Context: an optimization exercise on an open-source flow, tuned for small area, a short achievable clock period and few clock cycles per item. The choices shown serve that exercise and are no tape-out recipe. At most, simulation tests tie the RTL to the original design; equivalence was not proved.

Setup of v6:
==> flow/design.v <==
package boreal_ledger_pkg;
  localparam logic [31:0] LEDGER_CHAIN_SEED = 32'hB0EA_1000;
  typedef logic [0:0] rd_state_t;
  localparam rd_state_t R_IDLE    = 1'b0;
  localparam rd_state_t R_PRESENT = 1'b1;
  localparam int CHAIN_LSB     = 0;
  localparam int COMMITTED_BIT = 32;
  localparam int POLICY_LSB    = 33;
  localparam int NONCE_LSB     = 65;
  localparam int OPCODE_LSB    = 97;
  localparam int SEQ_LSB       = 129;
  localparam int ENTRY_W       = 161;
  function automatic logic [31:0] ledger_chain_mix(
    input logic [31:0] chain,
    input logic [31:0] seq,
    input logic [31:0] opcode,
    input logic [31:0] nonce,
    input logic [31:0] policy_hash,
    input logic        committed
  );
    ledger_chain_mix = {chain[26:0], chain[31:27]} ^ seq ^ opcode ^ nonce ^ policy_hash
           ^ {31'b0, committed};
  endfunction
endpackage
import boreal_ledger_pkg::*;
module boreal_ledger_mem
#(
  parameter int NS = 15,
  parameter int FW = 97
) (
  input  logic          clk,
  input  logic [NS-1:0] we,
  input  logic [FW-1:0] wr_data,
  input  logic [NS-1:0] rd_sel,
  output logic [FW-1:0] rd_data
);
  logic [FW-1:0] mem [NS];
  always_ff @(posedge clk) begin
    for (int i = 0; i < NS; i++) begin
      if (we[i]) begin
        mem[i] <= wr_data;
      end
    end
  end
  always_comb begin
    rd_data = '0;
    for (int i = 0; i < NS; i++) begin
      rd_data = rd_data | (mem[i] & {FW{rd_sel[i]}});
    end
  end
endmodule
import boreal_ledger_pkg::*;
module boreal_ledger
#(
  parameter int DEPTH = 16,
  parameter int AW    = $clog2(DEPTH)
) (
  input  logic          clk,
  input  logic          rst,
  input  logic          ledger_wr_en,
  input  logic [31:0]   wr_opcode,
  input  logic [31:0]   wr_nonce,
  input  logic          wr_committed,
  input  logic [31:0]   wr_policy_hash,
  input  logic          rd_ready,
  output logic          rd_valid,
  output logic [31:0]   rd_seq,
  output logic [31:0]   rd_opcode,
  output logic [31:0]   rd_nonce,
  output logic [31:0]   rd_policy_hash,
  output logic          rd_committed,
  output logic [31:0]   rd_chain,
  output logic [AW:0]   ledger_count,
  output logic          ledger_full,
  output logic          overflow,
  output logic [15:0]   drop_count,
  output logic [31:0]   chain_head
);
  localparam int NS = DEPTH - 2;    
  localparam int FW = 97;           
  logic [31:0]   seq_ctr;
  logic [NS-1:0] wr_oh;             
  logic [NS-1:0] rd_oh;             
  logic [NS-1:0] wr_free;           
  logic [NS-1:0] wr_oh_next;
  logic [AW-1:0] ring_cnt;          
  logic          ring_any;          
  logic          nx_valid;          
  logic [FW-1:0] nx_fields;
  logic          pop;
  logic          wr_accept;
  logic          head_load;
  logic          nx_load;
  logic [31:0]   chain_next;
  logic [31:0]   seq_inc;
  logic [31:0]   head_chain;
  logic [AW:0]   count_next;
  logic [AW:0]   count_inc;
  logic [AW:0]   count_dec;
  logic [AW-1:0] ring_inc;
  logic [AW-1:0] ring_dec;
  logic          c_all1, c_all0, r_all1, r_all0;
  logic          full_next;
  logic          cnt_up;
  logic          cnt_dn;
  logic          ring_up;
  logic          ring_dn;
  logic [AW-1:0] ring_cnt_next;
  logic          ring_any_next;
  logic [NS-1:0] ring_we;
  logic [FW-1:0] wr_fields;
  logic [FW-1:0] rg_fields;
  assign pop = rd_valid && rd_ready;
  assign wr_accept = ledger_wr_en && (!ledger_full || rd_ready);
  assign head_load = nx_valid && (!rd_valid || rd_ready);
  assign nx_load   = ring_any && (!nx_valid || head_load);
  assign chain_next = boreal_ledger_pkg::ledger_chain_mix(chain_head, seq_ctr, wr_opcode,
                                       wr_nonce, wr_policy_hash,
                                       wr_committed);
  assign wr_fields = {wr_opcode, wr_nonce, wr_policy_hash, wr_committed};
  assign ring_we = wr_free | (wr_oh & {NS{rd_ready}});
  assign wr_oh_next = wr_accept ? {wr_oh[NS-2:0], wr_oh[NS-1]} : wr_oh;
  boreal_ledger_mem #(
    .NS (NS),
    .FW (FW)
  ) u_mem (
    .clk     (clk),
    .we      (ring_we),
    .wr_data (wr_fields),
    .rd_sel  (rd_oh),
    .rd_data (rg_fields)
  );
  assign seq_inc    = rd_seq + 32'd1;
  assign head_chain = boreal_ledger_pkg::ledger_chain_mix(rd_chain, seq_inc, nx_fields[96:65],
                                       nx_fields[64:33], nx_fields[32:1],
                                       nx_fields[0]);
  always_comb begin
    c_all1 = 1'b1;
    c_all0 = 1'b1;
    for (int i = 0; i <= AW; i++) begin
      count_inc[i] = ledger_count[i] ^ c_all1;
      count_dec[i] = ledger_count[i] ^ c_all0;
      c_all1 = c_all1 & ledger_count[i];
      c_all0 = c_all0 & !ledger_count[i];
    end
    r_all1 = 1'b1;
    r_all0 = 1'b1;
    for (int i = 0; i < AW; i++) begin
      ring_inc[i] = ring_cnt[i] ^ r_all1;
      ring_dec[i] = ring_cnt[i] ^ r_all0;
      r_all1 = r_all1 & ring_cnt[i];
      r_all0 = r_all0 & !ring_cnt[i];
    end
  end
  assign cnt_up  = wr_accept && !pop;
  assign cnt_dn  = pop && !wr_accept;
  assign count_next = cnt_up ? count_inc : cnt_dn ? count_dec : ledger_count;
  assign full_next  = cnt_up ? (ledger_count == 5'd15) :
                      cnt_dn ? 1'b0 : ledger_full;
  assign ring_up  = wr_accept && !nx_load;
  assign ring_dn  = nx_load && !wr_accept;
  assign ring_cnt_next = ring_up ? ring_inc : ring_dn ? ring_dec : ring_cnt;
  assign ring_any_next = wr_accept || ring_cnt[AW-1:1] != '0 || (ring_cnt[0] && !nx_load);
  always_ff @(posedge clk) begin
    if (rst) begin
      seq_ctr      <= '0;
      chain_head   <= LEDGER_CHAIN_SEED;
      ledger_count <= '0;
      ledger_full  <= 1'b0;
      rd_valid     <= 1'b0;
      nx_valid     <= 1'b0;
      ring_any     <= 1'b0;
      ring_cnt     <= '0;
      overflow     <= 1'b0;
      drop_count   <= '0;
      rd_seq       <= '1;
      rd_chain     <= LEDGER_CHAIN_SEED;
      wr_oh        <= NS'(1);
      wr_free      <= NS'(1);
      rd_oh        <= NS'(1);
    end else begin
      if (wr_accept) begin
        seq_ctr    <= seq_ctr + 32'd1;
        chain_head <= chain_next;
      end else if (ledger_wr_en) begin
        overflow <= 1'b1;
        if (drop_count != 16'hFFFF) begin
          drop_count <= drop_count + 16'd1;
        end
      end
      if (nx_load) begin
        rd_oh <= {rd_oh[NS-2:0], rd_oh[NS-1]};
      end
      if (head_load) begin
        rd_seq   <= seq_inc;
        rd_chain <= head_chain;
      end
      ledger_count <= count_next;
      ledger_full  <= full_next;
      wr_oh        <= wr_oh_next;
      wr_free      <= wr_oh_next & {NS{!full_next}};
      rd_valid     <= head_load || (rd_valid && !rd_ready);
      nx_valid     <= nx_load || (nx_valid && !head_load);
      ring_any     <= ring_any_next;
      ring_cnt     <= ring_cnt_next;
    end
  end
  always_ff @(posedge clk) begin
    if (nx_load) begin
      nx_fields <= rg_fields;
    end
  end
  always_ff @(posedge clk) begin
    if (rst) begin
      {rd_opcode, rd_nonce, rd_policy_hash, rd_committed} <= '0;
    end else if (head_load) begin
      {rd_opcode, rd_nonce, rd_policy_hash, rd_committed} <= nx_fields;
    end
  end
endmodule
==> flow/config.mk <==
export PLATFORM = sky130hd
export DESIGN_NAME = boreal_ledger
export DESIGN_NICKNAME = boreal_ledger
export VERILOG_FILES = /design/flow/design.v
export SDC_FILE = /design/flow/constraint.sdc
export NUM_CORES = 4
export LEC_CHECK = 0
export CAP_MARGIN = 20
export CORE_MARGIN = 2
export CORE_UTILIZATION = 40
export CTS_CLUSTER_DIAMETER = 80
export CTS_CLUSTER_SIZE = 30
export SETUP_SLACK_MARGIN = 2.7
export SLEW_MARGIN = 20
==> flow/constraint.sdc <==
create_clock -name core_clock -period 5.0 [get_ports {clk}]
set_input_delay 1.0000 -clock core_clock [delete_from_list [all_inputs] [get_ports {clk}]]
set_output_delay 1.0000 -clock core_clock [all_outputs]
set_load 0.01 [all_outputs]
standard.sh (not shown) runs the stock make flow with config.mk's settings and CLKGATE_MAP_FILE= SYNTH_SCRIPT=/design/flow/synth_recipe.tcl, a recipe that flattens the netlist after the stock synthesis.
==> flow/flow/run.sh <==
#!/bin/bash
# The standard layout, with plain buffers (buf_2) instead of the default
# delay-type cell on the ports. Full tool output goes to standard.log here and
# to the ORFS logs under orfs/logs/.
set -euo pipefail
bash standard.sh "BUFFER_PORTS_ARGS=-buffer_cell sky130_fd_sc_hd__buf_2" finish > standard.log 2>&1
Testbench counts of v6, summed over its fixed seeds: cycles 13,362, items 12,000.
What v7 does differently from v6 at the input level:
--- a/flow/design.v
+++ b/flow/design.v
@@ -81,8 +81,6 @@
   logic [31:0]   seq_ctr;
   logic [NS-1:0] wr_oh;             
   logic [NS-1:0] rd_oh;             
-  logic [NS-1:0] wr_free;           
-  logic [NS-1:0] wr_oh_next;
   logic [AW-1:0] ring_cnt;          
   logic          ring_any;          
   logic          nx_valid;          
@@ -118,8 +116,7 @@
                                        wr_nonce, wr_policy_hash,
                                        wr_committed);
   assign wr_fields = {wr_opcode, wr_nonce, wr_policy_hash, wr_committed};
-  assign ring_we = wr_free | (wr_oh & {NS{rd_ready}});
-  assign wr_oh_next = wr_accept ? {wr_oh[NS-2:0], wr_oh[NS-1]} : wr_oh;
+  assign ring_we = wr_oh & {NS{!ledger_full || rd_ready}};
   boreal_ledger_mem #(
     .NS (NS),
     .FW (FW)
@@ -176,12 +173,12 @@
       rd_seq       <= '1;
       rd_chain     <= LEDGER_CHAIN_SEED;
       wr_oh        <= NS'(1);
-      wr_free      <= NS'(1);
       rd_oh        <= NS'(1);
     end else begin
       if (wr_accept) begin
         seq_ctr    <= seq_ctr + 32'd1;
         chain_head <= chain_next;
+        wr_oh      <= {wr_oh[NS-2:0], wr_oh[NS-1]};
       end else if (ledger_wr_en) begin
         overflow <= 1'b1;
         if (drop_count != 16'hFFFF) begin
@@ -197,8 +194,6 @@
       end
       ledger_count <= count_next;
       ledger_full  <= full_next;
-      wr_oh        <= wr_oh_next;
-      wr_free      <= wr_oh_next & {NS{!full_next}};
       rd_valid     <= head_load || (rd_valid && !rd_ready);
       nx_valid     <= nx_load || (nx_valid && !head_load);
       ring_any     <= ring_any_next;
## What came out
v7: done, clean on timing, DRC and antenna. nx_fields[60] as the timing endpoint of the critical path was reported by v6, and u_mem.mem[11][49] by v7. Between v7 and v6, the final period demand of the worst path is higher for v7. Final total negative setup slack: v7 vs v6 identical. Per the comparison of v7 with v6, number of buffers added by the clock tree synthesis step saw a decrease, via count went down by 0.60%. Synthesized cell count ends up higher on v6. Diff v6 -> v7: wire length on met1 was more or less identical; clock net sink count went down by about 0.8%; maximum number of pins on one net before global-route repair went up by about 32%; critical path depth went down by 1.
For v7, only the layout was checked, not whether the RTL still works.

[what the ideal ports hide]
No port has a modelled driver above. Below, the same layouts with a new extraction and two added sets of constraints. Step 1 assumes that a clkbuf_16 drives the clock port and a buf_2 every other input. Step 2 moves the port delays by t, midway between the first and last clock arrival at a register: inputs arrive t later, outputs are due t later. That takes back most of the time a late clock gives input paths. a / b / c = ideal / step 1 / step 2; a / b = the first two.
| run | shift t [ns] | setup WS [ns] | latest minus earliest clock arrival (ns) | slew at the worst register clock pin (ns) | worst slew at a driven data input, ns |
|---|---|---|---|---|---|
| v6 | 0.820 | 2.680 / 2.652 / 2.035 | 0.063 / 0.063 | 0.12 / 0.12 | 0.21 |
| v7 | 0.786 | 2.584 / 2.626 / 1.848 | 0.052 / 0.053 | 0.12 / 0.12 | 0.19 |
After both steps setup and hold are still met in every run listed. The setup slack of v7, which loses most, moves by +0.042 ns with the drivers and by -0.736 ns with both steps.
